This design comes from an exercise in tuning for small area, a short achievable clock period and few clock cycles on the open sky130 flow, not from production work.
In this exercise RTL edits were held to simulation tests only and were not proved equivalent to the original.
The flow treats the clock pin as an ideal source, which a real chip does not have.

// minilab_top
module minilab_top (
  input  logic        CLOCK_50,
  input  logic        KEY,
  input  logic [9:0]  SW,
  output logic        LEDR,
  output logic [6:0]  HEX0,
  output logic [6:0]  HEX1,
  output logic [6:0]  HEX2,
  output logic [6:0]  HEX3,
  output logic [6:0]  HEX4,
  output logic [6:0]  HEX5,
  output logic        mem_read,
  output logic [31:0] mem_address,
  input  logic [63:0] mem_readdata,
  input  logic        mem_readdatavalid,
  input  logic        mem_waitrequest
);
  localparam int RW = 19;
  logic [3:0]  rd_cnt;     
  logic [3:0]  rsp_cnt;    
  logic        row_vld;    
  logic [63:0] b_q;        
  logic        done;
  logic [RW-1:0] res [7];
  assign mem_read    = (rd_cnt != 4'd9);
  assign mem_address = {28'd0, rd_cnt};
  always_ff @(posedge CLOCK_50 or negedge KEY) begin
    if (!KEY) begin
      rd_cnt  <= '0;
      rsp_cnt <= '0;
      row_vld <= 1'b0;
    end else begin
      if (mem_read && !mem_waitrequest) rd_cnt <= rd_cnt + 4'd1;
      if (mem_readdatavalid) rsp_cnt <= rsp_cnt + 4'd1;
      row_vld <= mem_readdatavalid && (rsp_cnt != 4'd0);
    end
  end
  assign done = (rsp_cnt == 4'd9) && !row_vld;
  logic [RW-1:0] dot;
  dot8 u_dot (.clk(CLOCK_50), .a(mem_readdata), .b(b_q), .y(dot));
  always_ff @(posedge CLOCK_50) begin
    if (mem_readdatavalid && rsp_cnt == 4'd0) b_q <= mem_readdata;
    else if (row_vld && rsp_cnt == 4'd9) b_q[RW-1:0] <= dot;
  end
  always_ff @(posedge CLOCK_50) begin
    for (int i = 0; i < 7; i++)
      if (row_vld && rsp_cnt == 4'(i + 2)) res[i] <= dot;
  end
  assign LEDR = done;
  logic [7:0]    oh;
  logic [RW-1:0] sel;
  logic          show;
  always_comb begin
    for (int r = 0; r < 8; r++) oh[r] = (SW[3:1] == 3'(r));
    sel = '0;
    for (int r = 0; r < 7; r++) sel = sel | (res[r] & {RW{oh[r]}});
    sel = sel | (b_q[RW-1:0] & {RW{oh[7]}});
  end
  assign show = done && SW[0];
  hex_seg u_h0 (.nib(sel[3:0]),           .show(show), .seg(HEX0));
  hex_seg u_h1 (.nib(sel[7:4]),           .show(show), .seg(HEX1));
  hex_seg u_h2 (.nib(sel[11:8]),          .show(show), .seg(HEX2));
  ...
Size: roughly 270 flip-flops, about 150 I/O pins, roughly 24000 um2 of cells after synthesis.
make LEC_CHECK=0 ABC_CLOCK_PERIOD_IN_PS=4700 CAP_MARGIN=20 CORE_MARGIN=2 CORE_UTILIZATION=60 SETUP_SLACK_MARGIN=3.3 SLEW_MARGIN=20 SYNTH_HIERARCHICAL=1 finish   # period 8.0 ns
run.sh (not shown) runs the stock make flow with config.mk's settings and CLKGATE_MAP_FILE= SYNTH_SCRIPT=/design/flow/synth_recipe.tcl, a recipe that flattens the netlist after the stock synthesis.
Testbench counts at the start, summed over its fixed seeds: cycles 2,661.
Edit:
==> flow/flow/run.sh (new file) <==
#!/bin/bash
# The standard layout, except that the port buffers are buf_2 cells instead of
# the delay cells ORFS picks by default (which the timing repair, restricted to
# cells of the same footprint, cannot replace). Everything else is standard.sh.
set -euo pipefail
export BUFFER_PORTS_ARGS="-buffer_cell sky130_fd_sc_hd__buf_2"
bash standard.sh synth > standard_synth.log 2>&1
bash standard.sh > standard_layout.log 2>&1
==> flow/standard.sh (new file) <==
#!/bin/bash
# synth_recipe.tcl (not shown) runs the flow's synth.tcl, then flattens the netlist and writes it again
# the make line also repeats each setting of config.mk as NAME=value (left out here)
make -C /OpenROAD-flow-scripts/flow DESIGN_CONFIG=/design/flow/config.mk WORK_HOME=/design/flow/orfs CLKGATE_MAP_FILE= SYNTH_SCRIPT=/design/flow/synth_recipe.tcl "${@:-finish}"
- CORE_UTILIZATION: 60 -> 40
removed: flow/run.sh
Result: Register-to-register slack gets better by 0.03 ns. Worst setup slack gets worse by 0.016 ns. Wire length is higher by a few percent. Clock skew is higher by 0.0091 ns. Synthesized cell count stays the same.
Edit:
==> flow/run.sh (new file) <==
#!/bin/bash
# synth_recipe.tcl (not shown) runs the flow's synth.tcl, then flattens the netlist and writes it again
# the make line also repeats each setting of config.mk as NAME=value (left out here)
make -C /OpenROAD-flow-scripts/flow DESIGN_CONFIG=/design/flow/config.mk WORK_HOME=/design/flow/orfs CLKGATE_MAP_FILE= SYNTH_SCRIPT=/design/flow/synth_recipe.tcl finish
- CTS_BUF_LIST: not set -> sky130_fd_sc_hd__clkbuf_4 sky130_fd_sc_hd__clkbuf_8
removed: flow/flow/run.sh
removed: flow/standard.sh
What happened: Via count goes down slightly; worst setup slack is better by 0.028 ns; area after synthesis does not change; global-route usage rises by 0.26 points; die area is unchanged; clock-buffer cell count increases by 29; final area increases slightly; wire length goes up slightly.
Edit:
- CORE_UTILIZATION: 40 -> 70
- CTS_BUF_LIST: sky130_fd_sc_hd__clkbuf_4 sky130_fd_sc_hd__clkbuf_8 -> not set
Outcome: Register-to-register slack gets better by 0.05 ns. Final cell count is lower by 12%. Clock skew goes down by 0.010 ns. Routed wire length climbs by 3.9%. Worst setup slack got worse by 0.17 ns. Final area barely changes. Die area is lower by 42%.
Edit:
- CORE_UTILIZATION: 70 -> 40
=>
- non-clock buffer count went down by 15
- worst setup slack gets better by 0.18 ns
- via count went down by a little under a tenth
- synthesized cell count does not change
- clock skew goes up by 0.0089 ns
- count of clock-buffer cells in the layout came out higher by 5
- global-route usage is lower by 17 points
- routed wire length goes down by a few percent
- sequential share of layout area stays flat

== fjord ==
Starting RTL as in the previous note.
## minilab_top
module minilab_top (
  input  logic        CLOCK_50,
  input  logic        KEY,
  input  logic [9:0]  SW,
  output logic        LEDR,
  output logic [6:0]  HEX0,
  output logic [6:0]  HEX1,
  output logic [6:0]  HEX2,
  output logic [6:0]  HEX3,
  output logic [6:0]  HEX4,
  output logic [6:0]  HEX5,
  output logic        mem_read,
  output logic [31:0] mem_address,
  input  logic [63:0] mem_readdata,
  input  logic        mem_readdatavalid,
  input  logic        mem_waitrequest
);
make LEC_CHECK=0 ABC_CLOCK_PERIOD_IN_PS=4700 CAP_MARGIN=20 CORE_MARGIN=2 CORE_UTILIZATION=40 CTS_BUF_LIST=sky130_fd_sc_hd__clkbuf_8 CTS_CLUSTER_SIZE=30 SETUP_SLACK_MARGIN=3.3 SLEW_MARGIN=20 SYNTH_HIERARCHICAL=1 finish   # period 8.0 ns
Stock flow here: none of the scripts above is used.
The final layout from fjord, which completed every stage, passed the timing, design-rule and antenna checks at the end of the flow.
Testbench counts of fjord, summed over its fixed seeds: cycles 2,661.
[inputs] onyx vs fjord
Settings: clearing CTS_BUF_LIST, which used to be sky130_fd_sc_hd__clkbuf_8; clearing CTS_CLUSTER_SIZE, which used to be 30.
==> flow/flow/run.sh (new file) <==
#!/bin/bash
# The standard layout with two changes: the port buffers are buf_4 cells
# instead of the delay cells ORFS picks by default (which the timing repair,
# restricted to cells of the same footprint, cannot replace), and after clock
# tree synthesis a second setup repair runs that may change footprints.
# Everything else is standard.sh.
set -euo pipefail
export BUFFER_PORTS_ARGS="-buffer_cell sky130_fd_sc_hd__buf_4"
export POST_CTS_TCL="$PWD/flow/post_cts.tcl"
bash standard.sh synth > standard_synth.log 2>&1
bash standard.sh > standard_layout.log 2>&1
==> flow/flow/post_cts.tcl (new file) <==
# A second setup repair after the standard one, here allowed to change a
# cell's footprint (the standard repair keeps each cell's footprint).
estimate_parasitics -placement
repair_timing -setup -setup_margin $::env(SETUP_SLACK_MARGIN) -repair_tns 100 -verbose
detailed_placement
check_placement -verbose
==> flow/standard.sh (new file) <==
#!/bin/bash
# synth_recipe.tcl (not shown) runs the flow's synth.tcl, then flattens the netlist and writes it again
# the make line also repeats each setting of config.mk as NAME=value (left out here)
make -C /OpenROAD-flow-scripts/flow DESIGN_CONFIG=/design/flow/config.mk WORK_HOME=/design/flow/orfs CLKGATE_MAP_FILE= SYNTH_SCRIPT=/design/flow/synth_recipe.tcl "${@:-finish}"
removed: flow/run.sh
==> run summary <==
The final worst slack number comes out lower for fjord vs onyx. Comparing onyx against fjord, there is no change at all in final-report max-slew violation count. Post-placement setup slack was lower in fjord than in onyx. onyx packs its core tighter than fjord. Against fjord, total of plain and repair buffers excluding clock buffers in onyx fell slightly. Final cell area: onyx above fjord. Compared with fjord, onyx shows final cell count lower by about 1.1%. Sort onyx and fjord by post-layout minimum cycle time desc -> top: fjord.
#### Input delta (willow over onyx)
Settings: a change of SETUP_SLACK_MARGIN from 3.3 to 3.0.
==> flow/run.sh (new file) <==
#!/bin/bash
# synth_recipe.tcl (not shown) runs the flow's synth.tcl, then flattens the netlist and writes it again
# the make line also repeats each setting of config.mk as NAME=value (left out here)
make -C /OpenROAD-flow-scripts/flow DESIGN_CONFIG=/design/flow/config.mk WORK_HOME=/design/flow/orfs CLKGATE_MAP_FILE= SYNTH_SCRIPT=/design/flow/synth_recipe.tcl finish
removed: flow/flow/run.sh
removed: flow/flow/post_cts.tcl
removed: flow/standard.sh
==> run summary <==
willow vs. onyx: final period utilization increased 2.3 points; final cell count decreased 17; worst-case hold slack decreased 0.030 ns.

re-timing with driven ports:
The results above use ideal ports. As a check the final layouts listed here were re-extracted and re-timed, cells and wires unchanged.
Step 1: set_driving_cell puts a clkbuf_16 on CLOCK_50 and a buf_2 on each other input, an assumption about the parent block.
Step 2, shift: input delay + t, output delay - t, t = (earliest + latest rising clock arrival at the registers) / 2. This alone moves slack from input paths to output paths.
Slacks: no drivers / after step 1 / after step 2; pairs: no drivers / after step 1.
run | shift t [ns] | slack for setup (ns) | hold WS [ns] | latest minus earliest clock arrival (ns) | cell pins on the clock port's net
the first run of note 1 | 0.617 | 2.884 / 2.629 / 2.629 | 0.510 / 0.510 / 0.510 | 0.023 / 0.024 | 1
the second run of note 1 | 0.641 | 2.868 / 2.615 / 2.615 | 0.505 / 0.505 / 0.505 | 0.031 / 0.031 | 1
the third run of note 1 | 0.653 | 2.896 / 2.654 / 2.654 | 0.515 / 0.515 / 0.515 | 0.041 / 0.041 | 1
the fourth run of note 1 | 0.607 | 2.724 / 2.609 / 2.609 | 0.513 / 0.513 / 0.513 | 0.027 / 0.027 | 1
the fifth run of note 1 | 0.648 | 2.906 / 2.668 / 2.668 | 0.515 / 0.515 / 0.515 | 0.037 / 0.036 | 1
fjord | 0.657 | 2.898 / 2.658 / 2.658 | 0.515 / 0.515 / 0.515 | 0.044 / 0.044 | 1
onyx | 0.653 | 3.010 / 2.539 / 2.539 | 0.535 / 0.535 / 0.535 | 0.036 / 0.036 | 1
willow | 0.659 | 2.827 / 2.551 / 2.390 | 0.504 / 0.504 / 0.504 | 0.033 / 0.034 | 1
After both steps every run listed still meets setup and hold. For onyx, which loses most, drivers alone change the setup slack by -0.471 ns; drivers and shift together by -0.471 ns.
